This design comes from an exercise in tuning for small area and a short achievable clock period on the open sky130 flow, not from production work.
No functional check of the RTL was part of this run.
Power and IR drop assume default switching activity.

**flow/config.mk**
```make
export PLATFORM = sky130hd
export DESIGN_NAME = pool2x2_stream
export DESIGN_NICKNAME = pool2x2_stream
export VERILOG_FILES = /design/flow/design.v
export SDC_FILE = /design/flow/constraint.sdc
export NUM_CORES = 4
export LEC_CHECK = 0
export CAP_MARGIN = 20
export CORE_MARGIN = 2
export CORE_UTILIZATION = 55
export CTS_CLUSTER_DIAMETER = 100
export CTS_CLUSTER_SIZE = 28
export PLACE_DENSITY_LB_ADDON = 0.2
export SETUP_SLACK_MARGIN = 2.9
export SLEW_MARGIN = 20
export SYNTH_HIERARCHICAL = 1
export SYNTH_MINIMUM_KEEP_SIZE = 0
```
**flow/constraint.sdc**
```tcl
create_clock -name core_clock -period 5.3 [get_ports {pclk}]
set_input_delay 1.0600 -clock core_clock [delete_from_list [all_inputs] [get_ports {pclk}]]
set_output_delay 1.0600 -clock core_clock [all_outputs]
set_load 0.01 [all_outputs]
```
**flow/design.v**
```verilog
module pool2x2_stream #(
    parameter int DATA_W   = 16,
    parameter int MAX_COLS = 256,
    parameter int DIM_W    = 9
) (
    input  logic                     pclk,
    input  logic                     rst,
    input  logic [DIM_W-1:0]         cfg_cols,
    input  logic [DIM_W-1:0]         cfg_rows,
    input  logic                     cfg_avg,
    input  logic                     in_valid,
    input  logic                     in_sof,
    input  logic signed [DATA_W-1:0] in_data,
    output logic                     out_valid,
    output logic signed [DATA_W-1:0] out_data,
    output logic                     out_eol,
    output logic                     out_eof,
    output logic                     cfg_err
);
    localparam int DEPTH = 128;                   
    localparam logic [DIM_W:0] MAX_COLS_W = (DIM_W+1)'(MAX_COLS);
    logic                     ok_q, avg_q, err_q;
    logic [DIM_W-1:0]         cols_q, rows_q;
    logic [DIM_W-1:0]         crem_q, rrem_q;     
    logic                     c_odd_q, c_last_q, c_eol_q, c0_q, c1_q;
    logic                     r_odd_q, r_last_q, r_eof_q;
    logic [3:0]               dg0_q, dg1_q, dg2_q;  
    logic                     dg3_q;
    logic                     out_vld_q, out_eol_q, out_eof_q;
    logic signed [DATA_W-1:0] out_dat_q;
    logic signed [DATA_W+1:0] t_q;                
    logic signed [DATA_W:0]   b_q;                
    logic signed [DATA_W:0]   sr [DEPTH];
    logic signed [DATA_W:0]   so [5];             
    localparam logic [76:0] TAP = {7'd127, 7'd63, 7'd47, 7'd31, 7'd15, 7'd11, 7'd7,
                                   7'd3, 7'd2, 7'd1, 7'd0};
    logic [3:0]               sel1;
    logic [6:0]               sel2;
    logic [9:0]               sel3;
    logic [10:0]              sel4;
    logic                     sof, acc, cfg_legal, shift;
    logic [6:0]               len;
    logic signed [DATA_W+1:0] inx, t_new;
    logic signed [DATA_W:0]   h, b_new;
    logic signed [DATA_W-1:0] o;
    logic signed [DATA_W-1:0] t16, b16;
    logic signed [DATA_W+1:0] r_sum, t_sum;
    logic [1:0]               r_gt, t_gt;            
    pool2x2_stream_addr #(.W(DATA_W+2)) add_r (.a(t_q), .b(inx), .s(r_sum));
    pool2x2_stream_addr #(.W(DATA_W+2)) add_t (.a((DATA_W+2)'(b_q)), .b(inx), .s(t_sum));
    pool2x2_stream_gtr  #(.W(DATA_W), .N(2)) gt_r (.a(DATA_W'(t_q)), .b(in_data), .gt(r_gt));
    pool2x2_stream_gtr  #(.W(DATA_W), .N(2)) gt_t (.a(DATA_W'(b_q)), .b(in_data), .gt(t_gt));
    pool2x2_stream_selr #(.W(DATA_W))  sel_r (.avg(avg_q), .w0(!r_odd_q), .sum(r_sum), .gt(r_gt),
                                              .a(DATA_W'(t_q)), .x(in_data), .so(so[4]), .h(h),
                                              .o(o), .bn(b_new));
    pool2x2_stream_selt #(.W(DATA_W))  sel_t (.avg(avg_q), .use_x(in_sof || !r_odd_q), .sum(t_sum),
                                              .gt(t_gt), .a(DATA_W'(b_q)), .x(in_data), .y(t_new));
    assign cfg_legal = (|cfg_cols[DIM_W-1:1]) && (|cfg_rows[DIM_W-1:1]) &&
                       ({1'b0, cfg_cols} <= MAX_COLS_W);
    always_comb begin
        sof   = in_valid && in_sof;
        len   = 7'((cfg_cols >> 1) - DIM_W'(1));
        acc   = in_valid && !in_sof;
        shift = acc && (r_odd_q ? (!c_odd_q && !c_last_q) : c_odd_q);
        inx   = (DATA_W+2)'(in_data);
        t16   = DATA_W'(t_q);
        b16   = DATA_W'(b_q);
        sel1 = dg0_q;
        sel2 = {dg1_q[3:1], sel1 & {4{dg1_q[0]}}};
        sel3 = {dg2_q[3:1], sel2 & {7{dg2_q[0]}}};
        sel4 = {dg3_q, sel3 & {10{!dg3_q}}};
        so[0] = sr[0];
        so[1] = '0;
        so[2] = '0;
        so[3] = '0;
        so[4] = '0;
        for (int c = 0; c < 11; c++) begin
            if (c < 4)  so[1] = so[1] | (sr[TAP[7*c +: 7]] & {(DATA_W+1){sel1[c]}});
            if (c < 7)  so[2] = so[2] | (sr[TAP[7*c +: 7]] & {(DATA_W+1){sel2[c]}});
            if (c < 10) so[3] = so[3] | (sr[TAP[7*c +: 7]] & {(DATA_W+1){sel3[c]}});
            so[4] = so[4] | (sr[TAP[7*c +: 7]] & {(DATA_W+1){sel4[c]}});
        end
    end
    always_ff @(posedge pclk or posedge rst) begin
        if (rst) begin
            ok_q      <= 1'b0;
            err_q     <= 1'b0;
            out_vld_q <= 1'b0;
        end else begin
            out_vld_q <= acc && ok_q && c_odd_q && r_odd_q;
            if (sof) begin
                ok_q  <= cfg_legal;
                err_q <= !cfg_legal;
            end
        end
    end
    always_ff @(posedge pclk) begin
        if (sof) begin
            avg_q    <= cfg_avg;
            dg0_q    <= 4'b1 << len[1:0];
            dg1_q    <= 4'b1 << len[3:2];
            dg2_q    <= 4'b1 << len[5:4];
            dg3_q    <= len[6];
            cols_q   <= cfg_cols;
            rows_q   <= cfg_rows;
            crem_q   <= cfg_cols - DIM_W'(1);
            c_odd_q  <= 1'b1;
            c_last_q <= cfg_cols == DIM_W'(2);
            c_eol_q  <= cfg_cols[DIM_W-1:2] == '0;
            c0_q     <= 1'b0;
            c1_q     <= 1'b1;
            rrem_q   <= cfg_rows;
            r_odd_q  <= 1'b0;
            r_last_q <= 1'b0;
        end else if (acc) begin
            c1_q <= c0_q;
            if (c_last_q) begin
                crem_q   <= cols_q;
                c_odd_q  <= 1'b0;
                c_last_q <= 1'b0;
                c0_q     <= 1'b1;
                if (r_last_q) begin
                    rrem_q   <= rows_q;
                    r_odd_q  <= 1'b0;
                    r_last_q <= 1'b0;
                end else begin
                    rrem_q   <= rrem_q - DIM_W'(1);
                    r_odd_q  <= !r_odd_q;
                    r_last_q <= rrem_q == DIM_W'(2);
                    r_eof_q  <= rrem_q[DIM_W-1:2] == '0;
                end
            end else begin
                crem_q   <= crem_q - DIM_W'(1);
                c_odd_q  <= !c_odd_q;
                c_last_q <= crem_q == DIM_W'(2);
                c_eol_q  <= crem_q[DIM_W-1:2] == '0;
                c0_q     <= 1'b0;
            end
        end
    end
    always_ff @(posedge pclk) begin
        out_dat_q <= o;
        out_eol_q <= c_eol_q;
        out_eof_q <= c_eol_q && r_eof_q;
        if (sof || (in_valid && !c_odd_q)) begin
            t_q <= t_new;
        end
        if (acc && c_odd_q && (r_odd_q || c1_q)) begin
            b_q <= b_new;
        end
    end
    always_ff @(posedge pclk) begin
        if (shift) begin
            sr[0] <= h;
            for (int k = 1; k < DEPTH; k++) begin
                sr[k] <= (k == 1 || k == 4 || k == 16 || k == 64) ? so[k == 1 ? 0 : k == 4 ? 1 : k == 16 ? 2 : 3]
                                                                  : sr[k-1];
            end
        end
    end
    assign out_valid = out_vld_q;
    assign out_data  = out_dat_q;
    assign out_eol   = out_eol_q;
    assign out_eof   = out_eof_q;
    assign cfg_err   = err_q;
endmodule
module pool2x2_stream_selt #(
    parameter int W = 16
) (
    input  logic                avg,
    input  logic                use_x,
    input  logic signed [W+1:0] sum,
    input  logic [1:0]          gt,
    input  logic signed [W-1:0] a,
    input  logic signed [W-1:0] x,
    output logic signed [W+1:0] y
);
    logic [W+1:0] xe, ae;
    assign xe = (W+2)'(x);
    assign ae = (W+2)'(a);
    for (genvar k = 0; k < 2; k++) begin : grp
        logic s_sum, s_a, s_x;
        pool2x2_stream_msel ms (.avg(avg), .force_x(use_x), .en(1'b1), .gt(gt[k]),
                                .s_sum(s_sum), .s_a(s_a), .s_x(s_x));
        for (genvar i = 9 * k; i < ((k == 1) ? W + 2 : 9 * k + 9); i++) begin : bit_
            pool2x2_stream_ao3 ao (.a1(sum[i]), .b1(s_sum), .a2(ae[i]), .b2(s_a), .a3(xe[i]), .b3(s_x),
                                   .y(y[i]));
        end
    end
endmodule
module pool2x2_stream_selr #(
    parameter int W = 16
) (
    input  logic                avg,
    input  logic                w0,
    input  logic signed [W+1:0] sum,
    input  logic [1:0]          gt,
    input  logic signed [W-1:0] a,
    input  logic signed [W-1:0] x,
    input  logic signed [W:0]   so,
    output logic signed [W:0]   h,
    output logic signed [W-1:0] o,
    output logic signed [W:0]   bn
);
    logic [W:0] xe, ae;
    assign xe = (W+1)'(x);
    assign ae = (W+1)'(a);
    for (genvar k = 0; k < 2; k++) begin : grp
        localparam int LO = 8 * k;
        localparam int HI = (k == 1) ? W + 1 : 8 * k + 8;
        logic hs_sum, hs_a, hs_x, os_sum, os_a, os_x, bs_sum, bs_a, bs_x;
        pool2x2_stream_msel mh (.avg(avg), .force_x(1'b0), .en(1'b1), .gt(gt[k]),
                                .s_sum(hs_sum), .s_a(hs_a), .s_x(hs_x));
        pool2x2_stream_msel mo (.avg(avg), .force_x(1'b0), .en(1'b1), .gt(gt[k]),
                                .s_sum(os_sum), .s_a(os_a), .s_x(os_x));
        pool2x2_stream_msel mb (.avg(avg), .force_x(1'b0), .en(w0), .gt(gt[k]),
                                .s_sum(bs_sum), .s_a(bs_a), .s_x(bs_x));
        for (genvar i = LO; i < HI; i++) begin : bit_
            pool2x2_stream_ao3 ah (.a1(sum[i]), .b1(hs_sum), .a2(ae[i]), .b2(hs_a), .a3(xe[i]), .b3(hs_x),
                                   .y(h[i]));
            if (i < W) begin : o_
                pool2x2_stream_ao3 ao (.a1(sum[i+2]), .b1(os_sum), .a2(ae[i]), .b2(os_a), .a3(xe[i]),
                                       .b3(os_x), .y(o[i]));
            end
            pool2x2_stream_ao4 ab (.a1(sum[i]), .b1(bs_sum), .a2(ae[i]), .b2(bs_a), .a3(xe[i]), .b3(bs_x),
                                   .a4(so[i]), .b4(!w0), .y(bn[i]));
        end
    end
endmodule
module pool2x2_stream_msel (
    input  logic avg,
    input  logic force_x,
    input  logic en,
    input  logic gt,
    output logic s_sum,
    output logic s_a,
    output logic s_x
);
    assign s_sum = en & ~force_x & avg;
    assign s_a   = en & ~force_x & ~avg & gt;
    assign s_x   = en & (force_x | (~avg & ~gt));
endmodule
module pool2x2_stream_ao3 (
    input  logic a1, b1, a2, b2, a3, b3,
    output logic y
);
    assign y = (a1 & b1) | (a2 & b2) | (a3 & b3);
endmodule
module pool2x2_stream_ao4 (
    input  logic a1, b1, a2, b2, a3, b3, a4, b4,
    output logic y
);
    assign y = (a1 & b1) | (a2 & b2) | (a3 & b3) | (a4 & b4);
endmodule
module pool2x2_stream_and #(
    parameter int W = 18
) (
    input  logic [W-1:0] a,
    input  logic [W-1:0] b,
    output logic [W-1:0] y
);
    assign y = a & b;
endmodule
module pool2x2_stream_xor #(
    parameter int W = 18
) (
    input  logic [W-1:0] a,
    input  logic [W-1:0] b,
    output logic [W-1:0] y
);
    assign y = a ^ b;
endmodule
module pool2x2_stream_pfx1 #(
    parameter int W = 16
) (
    input  logic [W-1:0] p,
    input  logic [W-1:0] g,
    output logic         c
);
    logic [W-1:0] cc;
    pool2x2_stream_pfx #(.W(W)) pfx (.p(p), .g(g), .c(cc));
    assign c = cc[W-1];
endmodule
module pool2x2_stream_addr #(
    parameter int W = 18
) (
    input  logic [W-1:0] a,
    input  logic [W-1:0] b,
    output logic [W-1:0] s
);
    logic [W-1:0] p, g, c;
    pool2x2_stream_xor #(.W(W)) px (.a(a), .b(b), .y(p));
    pool2x2_stream_and #(.W(W)) gx (.a(a), .b(b), .y(g));
    pool2x2_stream_pfx #(.W(W)) cx (.p(p), .g(g), .c(c));
    assign s = p ^ {c[W-2:0], 1'b0};
endmodule
module pool2x2_stream_gtr #(
    parameter int W = 16,
    parameter int N = 1
) (
    input  logic [W-1:0] a,
    input  logic [W-1:0] b,
    output logic [N-1:0] gt
);
    logic [W-1:0] ua, nb, p, g;
    assign ua = {~a[W-1], a[W-2:0]};
    assign nb = {b[W-1], ~b[W-2:0]};
    pool2x2_stream_xor  #(.W(W)) px (.a(ua), .b(nb), .y(p));
    pool2x2_stream_and  #(.W(W)) gx (.a(ua), .b(nb), .y(g));
    for (genvar i = 0; i < N; i++) begin : cx
        pool2x2_stream_pfx1 #(.W(W)) t (.p(p), .g(g), .c(gt[i]));
    end
endmodule
module pool2x2_stream_pfx #(
    parameter int W = 18
) (
    input  logic [W-1:0] p,
    input  logic [W-1:0] g,
    output logic [W-1:0] c
);
    always_comb begin
        logic [W-1:0] gg, pp, gn, pn;
        gg = g;
        pp = p;
        for (int w = 1; w < W; w = w * 2) begin
            gn = gg;
            pn = pp;
            for (int i = w; i < W; i++) begin
                gn[i] = gg[i] | (pp[i] & gg[i-w]);
                pn[i] = pp[i] & pp[i-w];
            end
            gg = gn;
            pp = pn;
        end
        c = gg;
    end
endmodule
```
**flow/run.sh**
```bash
#!/bin/bash
# synth_recipe.tcl (not shown) runs the flow's synth.tcl, then flattens the netlist and writes it again
# the make line also repeats each setting of config.mk as NAME=value (left out here)
make -C /OpenROAD-flow-scripts/flow DESIGN_CONFIG=/design/flow/config.mk WORK_HOME=/design/flow/orfs CLKGATE_MAP_FILE= SYNTH_SCRIPT=/design/flow/synth_recipe.tcl finish
```
==> impl_metrics.toml <==
[setup_path]
crit_required_ns = 5.79
reg2reg_from = "t_q[3]"
cp.arrival_ns = 3.28
worstSetupStartpointType = "flip-flop"
r2r_slack_ns = 2.51
r2r-end = "sr[0][15]"
worstSetupPathType = "flip-flop to flip-flop"
crit_fanout = 5
cp-end-kind = "flip-flop"
rr_worst_depth = 12

[routing]
viasPerCell = 5.62
routed_wl_um = 116000
wire_per_inst_um = 21.5
drtPass1Iterations = 7
vias = 30350
ant_nets = 0
dr.first_iter.drc_count = 3065
drc = 0

[timing]
hold_violations = 0
finalSetupViolCount = 0
max_slew.worst_pin.slew_ns = 1.23
rsz0062_at_grt = "true"
worst_clock_skew_ns = 0.0665
timing.final.crit_share_pct = 52.7
slew-limit-headroom_pct = 18.2
fin_hold_ws_ns = 0.411
fmax_mhz = 358
finalCriticalPeriod_ns = 2.79
drv_slew = 0
fin_setup_tns_ns = 0

[clock_network]
cts_root_buffer = "clkbuf_16"
clock_latency_ns = 0.76
cts_tree = "built"
numCtsBuffers = 94
cts.sinks = 2290
clk_path_buf_depth = 3
htree_levels = 3
path_clk_slew_ns = 0.11

[hold_path]
min_path_cells = 0
hp-start = "sr[30][7]"
hold_end = "sr[31][7]"
hold_class = "flip-flop to flip-flop"

[global_routing]
grt_max_degree = 167
grt_usage_pct = 16.2
antenna_found_initial = 0
grt_pass1_wl_um = 176000
grt_overflow = 0
grt_pass1_vias = 29350

[pwr]
leakagePower_nw = 27.1
power_mw = 32.4
powerDensity_nw_per_um2 = 387
ir_worst_vdd_uv = 254

[cells_and_area]
fill_cells = 9241
antennaDiodeCount = 0
layout-drive-gt1-share_pct = 13.3
layout.nets = 3635
multi_input_area_um2 = 7200
regArea_um2 = 68600
area_growth_pct = 10.9

[die]
die-height_um = 374
die-area_um2 = 140000
ios = 59
fp.dieW_um = 374
row_count = 135
start_util_pct = 55.5
floorplan.core_area_um2 = 136000

[yosys]
syn-cell-area_um2 = 75400
yosys_warnings = 13
synth_cells = 3297
syn-mean-instance-area_um2 = 22.9

[flow_run]
max_cap_viol_count = 0

[placed_design]
gp_congestion = 0.828
port_buffers = 58
hpwl_um = 62100

[outcome]
status = "no timing/DRC/antenna violations"
## power breakdown
group          total, mW  leakage, nW  internal, mW  switching, mW
clock               8.41         1.30          3.40           5.02
combinational       2.13         4.79         0.731           1.40
sequential          21.8         21.0          21.4          0.440
total               32.4         27.1          25.5           6.85
## state kept, by name (all words and copies together), names as in the netlist, 9 cells and up
register / count
cols_q: 9
rows_q: 9
out_dat_q: 16
crem_q: 9
t_q: 18
rrem_q: 9
b_q: 17
sr: 2176
## stage by stage
step           cells  utilization, %  instance area, um^2  setup slack [ns]
2_1_floorplan   3330               -                75600            -28.44
3_3_place_gp    5166            57.9                78700             0.761
3_5_place_dp    5166            57.9                78700             0.731
4_1_cts         5373            61.1                83000              2.54
5_1_grt         5402            61.6                83600              2.37
6_report        5402            61.6                83600              2.51
## worst max-delay path by stage
| stage | slack (ns) | end | startpoint | depth (start not counted) |
|---|---|---|---|---|
| 4_1_cts | 2.54 | sr[0][11] | t_q[1] | 9 |
| 6_report | 2.51 | sr[0][15] | t_q[3] | 12 |
| 2_1_floorplan | -28.44 | sr[0][0] | in_sof | 2 |
| 3_5_place_dp | 0.73 | sr[0][15] | in_data[4] | 10 |
| 3_3_place_gp | 0.76 | sr[0][15] | in_data[4] | 10 |
| 5_1_grt | 2.37 | sr[0][4] | t_q[7] | 11 |
## cell type report
type	count	share of cell area, %
multi-input cells	893	8.62
repair buffers	202	3.05
well taps	1781	2.67
clock buffers	118	2.97
flip-flops and latches	2290	82.0
inverters	106	0.476
clock inverters	12	0.239
## placed cells by master (no fill, tap or decap), drive strengths merged, types with 17 or more instances in the layout
| master | count |
|---|---|
| and3 | 18 |
| inv | 113 |
| edfxtp | 2264 |
| a221o | 34 |
| nand2 | 80 |
| clkbuf | 125 |
| a22oi | 69 |
| buf | 164 |
| and2 | 74 |
| o21ai | 41 |
| xor2 | 111 |
| a22o | 17 |
| a21bo | 17 |
| nor2 | 63 |
| conb | 36 |
| clkdlybuf4s50 | 18 |
| dfxtp | 23 |
| a21o | 37 |
| a222oi | 68 |
| a21oi | 46 |
## critical path, cell delays in order (launching register included)
cell,delay [ns]
edfxtp_1,0.56
xor2_2,0.22
and3_4,0.21
a31oi_4,0.21
buf_4,0.15
buf_6,0.09
a21oi_4,0.05
o21ai_2,0.12
buf_6,0.15
o21ai_1,0.08
xor2_1,0.20
a222oi_1,0.39
inv_1,0.09
## per-layer routing
metal / up-vias / track usage [%] / wire length [um]
met5: - / 0 / 0
met4: 0 / 4.42 / 2340
met3: 164 / 2.09 / 5270
met2: 667 / 23.3 / 50600
met1: 15907 / 26.5 / 58000
li1: 13612 / - / -
## what timing repair did
item | CTS | global route
setup endpoints to repair | 2099 | 741
setup buffers | 60 | 21
pin swaps | 81 | 61
cloned | 17 | 8
hold buffers | 0 | 0
gates resized for setup | 340 | 75

==> re-timing with driven ports <==
The flow's constraints put no driver on any port. The routed layout listed below was extracted and timed again, unchanged, in two steps.
Step 1: set_driving_cell puts a clkbuf_16 on pclk and a buf_2 on each other input, an assumption about the parent block.
Step 2 moves the port delays by t, midway between the first and last clock arrival at a register: inputs arrive t later, outputs are due t later. That takes back most of the time a late clock gives input paths.
Three values: ideal ports, drivers, drivers and shift; two values: the first two.
t, ns: 0.800
setup WS [ns]: 2.507 / 2.495 / 1.695
worst setup path at the end: input to register
pins driven straight from the clock port: 1
After both steps setup and hold are still met in this run. The setup slack of this run moves by -0.012 ns with the drivers and by -0.812 ns with both steps.
